Context: an optimization exercise on an open-source flow, tuned for small area, a short achievable clock period and few clock cycles. The choices shown serve that exercise and are no tape-out recipe.
The RTL was checked by simulation tests, not by an equivalence proof against the original design.
Power is estimated from default activity; no workload was simulated.

==> run M: inputs <==
Design positional_sequential_list, start of the top module:
module positional_sequential_list (
  input  logic        clk_i,
  input  logic        rst_ni,
  input  logic        req_valid_i,
  output logic        req_ready_o,
  input  logic [1:0]  req_kind_i,
  input  logic [6:0]  req_position_i,
  input  logic [31:0] req_key_i,
  input  logic [63:0] req_payload_i,
  output logic        rsp_valid_o,
  input  logic        rsp_ready_i,
  output logic [1:0]  rsp_status_o,
  output logic [6:0]  rsp_found_position_o,
  output logic [31:0] rsp_record_key_o,
  output logic [63:0] rsp_record_payload_o,
  output logic [6:0]  rsp_count_o
);
clock: 10.0 ns
lec_check: 0
cap_margin: 20
core_margin: 2
core_utilization: 60
cts_cluster_diameter: 100
cts_cluster_size: 20
slew_margin: 20
synth_hierarchical: 1
synth_memory_max_bits: 8192
standard.sh (not shown) runs the stock make flow with config.mk's settings and CLKGATE_MAP_FILE= SYNTH_SCRIPT=/design/flow/synth_recipe.tcl, a recipe that flattens the netlist after the stock synthesis.
==> flow/flow/run.sh <==
#!/bin/bash
set -euo pipefail
bash standard.sh SETUP_SLACK_MARGIN=6.5 finish > make_finish.log 2>&1
==> inputs of run X, as changes to run M <==
--- a/flow/design.v
+++ b/flow/design.v
@@ -1,12 +1,13 @@
 module psl_slot (
   input  logic        clk_i,
   input  logic        rst_ni,
   input  logic        ld_i,       
-  input  logic        wr_i,       
   input  logic        we_i,       
+  input  logic [31:0] kin_i,      
+  input  logic        kpatch_i,   
   input  logic        ins_i,      
   input  logic        del_i,      
   input  logic        adv_i,      
   input  logic        srch_i,     
   input  logic        get_i,      
   input  logic [5:0]  q_i,        
@@ -38,15 +39,15 @@
     step[0] = 1'b1;
     for (int i = 1; i < 6; i++) step[i] = step[i-1] && (pos_q[i-1] ^ del_i);
   end
   always_ff @(posedge clk_i) begin
     if (ld_i) begin
       we_q  <= we_i;
-      raw_q <= (key_q == key_i);
+      raw_q <= (ins_i && we_q) ? kpatch_i : (key_q == kin_i);
     end
-    if (wr_i) begin
+    if (we_q) begin
       key_q <= key_i;
       pay_q <= pay_i;
     end
     if (ins_i && we_q) pos_q <= q_i;
     else if ((ins_i && ge) || (del_i && gt)) pos_q <= pos_q ^ step;
     if (adv_i) vec_q <= (srch_i && cand) || (get_i && hit);
@@ -73,14 +74,15 @@
   assign rd_no = ~({key_q, pay_q} & {96{vec_q && rdget_i}});
 endmodule
 module psl_quad (
   input  logic        clk_i,
   input  logic        rst_ni,
   input  logic        ld_i,
-  input  logic [3:0]  wr_i,
   input  logic [3:0]  we_i,
+  input  logic [31:0] kin_i,
+  input  logic        kpatch_i,
   input  logic        ins_i,
   input  logic        del_i,
   input  logic        adv_i,
   input  logic        srch_i,
   input  logic        get_i,
   input  logic [5:0]  q_i,
@@ -98,14 +100,14 @@
   logic [7:0]  zhi_n [4];
   logic [7:0]  zlo_n [4];
   logic [95:0] rd_n  [4];
   for (genvar j = 0; j < 4; j++) begin : g_s
     psl_slot u (
       .clk_i, .rst_ni, .ld_i,
-      .wr_i   (wr_i[j]),
       .we_i   (we_i[j]),
+      .kin_i, .kpatch_i,
       .ins_i, .del_i, .adv_i, .srch_i, .get_i,
       .q_i, .key_i, .pay_i, .rdget_i, .mhi_i,
       .used_o (used_o[j]),
       .hit_o  (hit_o[j]),
       .we_o   (we_o[j]),
       .zhi_no (zhi_n[j]),
@@ -118,14 +120,15 @@
   assign rd_o  = ~(rd_n[0] & rd_n[1] & rd_n[2] & rd_n[3]);
 endmodule
 module psl_hex (
   input  logic        clk_i,
   input  logic        rst_ni,
   input  logic        ld_i,
-  input  logic [15:0] wr_i,
   input  logic [15:0] we_i,
+  input  logic [31:0] kin_i,
+  input  logic        kpatch_i,
   input  logic        ins_i,
   input  logic        del_i,
   input  logic        adv_i,
   input  logic        srch_i,
   input  logic        get_i,
   input  logic [5:0]  q_i,
@@ -143,14 +146,14 @@
   logic [7:0]  zhi [4];
   logic [7:0]  zlo [4];
   logic [95:0] rd  [4];
   for (genvar k = 0; k < 4; k++) begin : g_q
     psl_quad u (
       .clk_i, .rst_ni, .ld_i,
-      .wr_i   (wr_i[4*k +: 4]),
       .we_i   (we_i[4*k +: 4]),
+      .kin_i, .kpatch_i,
       .ins_i, .del_i, .adv_i, .srch_i, .get_i,
       .q_i, .key_i, .pay_i, .rdget_i, .mhi_i,
       .used_o (used_o[4*k +: 4]),
       .hit_o  (hit_o[4*k +: 4]),
       .we_o   (we_o[4*k +: 4]),
       .zhi_o  (zhi[k]),
@@ -190,12 +193,14 @@
   localparam logic [1:0] StMissing = 2'd3;
   logic [6:0] cnt_q;
   logic        r_valid_q;
   logic        r_get_q, r_ins_q, r_del_q, r_search_q;
   logic [1:0]  r_status_q;
   logic [6:0]  r_q_q;
+  logic [31:0] r_key_q;
+  logic [63:0] r_pay_q;
   logic        p_valid_q;
   logic        p_get_q;
   logic        p_search_q;
   logic [1:0]  p_status_q;
   logic [6:0]  p_cnt_q;
   logic        p_any_q;
@@ -277,22 +282,23 @@
   logic [3:0]  mlo1;
   for (genvar h = 0; h < 4; h++) begin : g_h
     psl_hex u (
       .clk_i,
       .rst_ni,
       .ld_i    (ready_q),
-      .wr_i    (a_free[16*h +: 16] & {16{ready_q}}),
       .we_i    (a_we[16*h +: 16]),
+      .kin_i   (req_key_i),
+      .kpatch_i(req_key_i == r_key_q),
       .ins_i   (ins_x),
       .del_i   (del_x),
       .adv_i   (adv),
       .srch_i  (r_search_q),
       .get_i   (r_get_q),
       .q_i     (r_q_q[5:0]),
-      .key_i   (req_key_i),
-      .pay_i   (req_payload_i),
+      .key_i   (r_key_q),
+      .pay_i   (r_pay_q),
       .rdget_i (p_get_q),
       .mhi_i   (mhi),
       .used_o  (used[16*h +: 16]),
       .hit_o   (hit[16*h +: 16]),
       .we_o    (wev[16*h +: 16]),
       .zhi_no  (zhi_n[h]),
@@ -361,12 +367,14 @@
       r_get_q    <= a_get;
       r_ins_q    <= a_ins;
       r_del_q    <= a_del;
       r_search_q <= a_search;
       r_status_q <= a_status;
       r_q_q      <= a_q;
+      r_key_q    <= req_key_i;
+      r_pay_q    <= req_payload_i;
     end
     if (adv) begin
       p_get_q    <= r_get_q;
       p_search_q <= r_search_q;
       p_status_q <= r_status_q;
       p_cnt_q    <= e1_cnt;
==> flow/flow/run.sh (replaced) <==
#!/bin/bash
# Layout flow: the standard flow (standard.sh, which runs ORFS) unchanged, except
#  - before global placement (after the pins are placed) the register driving each
#    output port is put next to that port's pin and held there for global placement
#    only (place_outregs.tcl, unfix.tcl); everything else is placed by ORFS as usual.
# Each ORFS step writes its full log under orfs/logs/; make's own output goes to
# make_finish.log in this folder.
set -euo pipefail
here=$(pwd)
bash standard.sh SETUP_SLACK_MARGIN=6.5 \
  PRE_GLOBAL_PLACE_TCL="$here/flow/place_outregs.tcl" \
  POST_GLOBAL_PLACE_TCL="$here/flow/unfix.tcl" \
  finish > make_finish.log 2>&1
==> flow/flow/place_outregs.tcl (new file) <==
# put the register driving each output port next to the port's pin
set block [ord::get_db_block]
set core [$block getCoreArea]
set cx0 [$core xMin]; set cy0 [$core yMin]; set cx1 [$core xMax]; set cy1 [$core yMax]
set rows [$block getRows]
set nrows [llength $rows]
set site_w 460
set row_h 2720
array unset ::po_occ
array set ::po_occ {}
foreach inst [$block getInsts] {
  if {[$inst isFixed]} {
    set bb [$inst getBBox]
    set ri [expr {([$bb yMin] - $cy0) / $row_h}]
    lappend ::po_occ($ri) [list [$bb xMin] [$bb xMax]]
  }
}
proc ::po_fits {ri x w} {
  if {![info exists ::po_occ($ri)]} { return 1 }
  foreach iv $::po_occ($ri) {
    if {$x < [lindex $iv 1] && $x + $w > [lindex $iv 0]} { return 0 }
  }
  return 1
}
set nplaced 0
foreach bt [$block getBTerms] {
  if {[$bt getIoType] != "OUTPUT"} continue
  set net [$bt getNet]
  set drv ""
  foreach it [$net getITerms] { if {[$it isOutputSignal]} { set drv [$it getInst] } }
  if {$drv == "" || ![[$drv getMaster] isSequential]} continue
  set bb [lindex [$bt getBPins] 0]
  set pb [$bb getBBox]
  set px [expr {([$pb xMin] + [$pb xMax]) / 2}]
  set py [expr {([$pb yMin] + [$pb yMax]) / 2}]
  set w [[$drv getMaster] getWidth]
  set tx [expr {max($cx0, min($cx1 - $w, $px - $w / 2))}]
  set tri [expr {max(0, min($nrows - 1, ($py - $cy0) / $row_h))}]
  # search outward for a free spot
  set done 0
  for {set d 0} {$d < 60 && !$done} {incr d} {
    foreach dr [list 0 1 -1 2 -2] {
      set ri [expr {$tri + $dr}]
      if {$ri < 0 || $ri >= $nrows} continue
      foreach sgn {1 -1} {
        set x [expr {$cx0 + (($tx - $cx0) / $site_w + $sgn * $d) * $site_w}]
        if {$x < $cx0 || $x + $w > $cx1} continue
        if {[::po_fits $ri $x $w]} {
          $drv setOrient [[lindex $rows $ri] getOrient]
          $drv setLocation $x [expr {$cy0 + $ri * $row_h}]
          $drv setPlacementStatus FIRM
          lappend ::po_occ($ri) [list $x [expr {$x + $w}]]
          set done 1
          incr nplaced
          break
        }
      }
      if {$done} break
    }
  }
}
puts "place_outregs: placed $nplaced output registers"
==> flow/flow/unfix.tcl (new file) <==
# release the registers place_outregs.tcl fixed for global placement
foreach inst [[ord::get_db_block] getInsts] {
  if {[$inst getPlacementStatus] == "FIRM"} { $inst setPlacementStatus PLACED }
}
==> qor summary <==
Number of inserted filler cells in the final layout: run M 34200; run X 39900
Synthesized-area fraction occupied by xor and xnor cells: run M 6.82%; run X 6.89%
Multi-input logic area: run M 112000 um2; run X 107000 um2
Worst setup slack before clock tree synthesis: run M 3450 ps; run X 4360 ps
Simple-Gate Fraction of Synth Area: run M 20.4%; run X 19.5%
Longest individual stage delay on the worst path: run M 920 ps; run X 630 ps
Switching power share of the total: run M 35.8%; run X 34.9%
Clock Buffer Count: run M 427; run X 447
Number of multi-input logic gates: run M 17700; run X 17500
Met1 WL: run M 483 mm; run X 439 mm
Met1 Resource Use GR: run M 62.2%; run X 59.2%
Cell internal pwr: run M 50600 uW; run X 52500 uW
Count of flip-flops with a built-in enable after synthesis: run M 6975; run X 7071
Post-synthesis instance total: run M 26400; run X 26300
Setup skew after layout: run M 112 ps; run X 106 ps
Core Area: run M 540000 um2; run X 540000 um2
WHS Endpoint: run M p_status_q[1]$_DFFE_PN_; run X p_status_q[0]$_DFFE_PN_
Number of iterations in the first detailed-routing pass: run M 14; run X 9
Adder and majority gate portion of the synthesized area: run M 1.61%; run X 1.61%
Count of distinct cell types in the synthesized netlist: run M 78; run X 72
Buffers and inverters on the worst path: run M 5; run X 4
Post-layout min period: run M 4260 ps; run X 4110 ps
Clock input transition at the sequential cells of the worst setup and hold paths: run M 100 ps; run X 90 ps
Run status: run M timing/DRC/antenna clean; run X timing/DRC/antenna clean
Die height: run M 739 um; run X 740 um
Testbench counts of run M, summed over its fixed seeds: cycles 12,024.
Testbench counts of run X, summed over its fixed seeds: cycles 12,024.

[what the ideal ports hide]
In the flow no input, the clock included, has a driving cell. The finished layouts below were timed again as built, in two steps. Step 1 (the two cells are an assumption about what drives the block):
set clk [get_ports {clk_i}]
set_driving_cell -lib_cell sky130_fd_sc_hd__clkbuf_16 $clk
set_driving_cell -lib_cell sky130_fd_sc_hd__buf_2 [delete_from_list [all_inputs] $clk]
Step 2 times the ports against the registers' clock, not the clock port: input delays grow and output delays shrink by t, the midpoint of the rising clock arrivals with the driver on. Slacks: ideal ports / drivers / drivers and shift; pairs: ideal ports / drivers.
run | t, ns | setup slack, ns | hold WS [ns] | worst data-port slew with drivers (ns) | pins driven straight from the clock port
run M | 1.284 | 5.739 / 5.739 / 4.992 | 0.433 / 0.433 / 0.433 | 0.45 | 1
run X | 1.214 | 5.887 / 5.887 / 5.255 | 0.431 / 0.431 / 0.431 | 0.11 | 1
After both steps every run listed still meets setup and hold. For run M, which loses most, drivers alone change the setup slack by 0.000 ns; drivers and shift together by -0.747 ns.
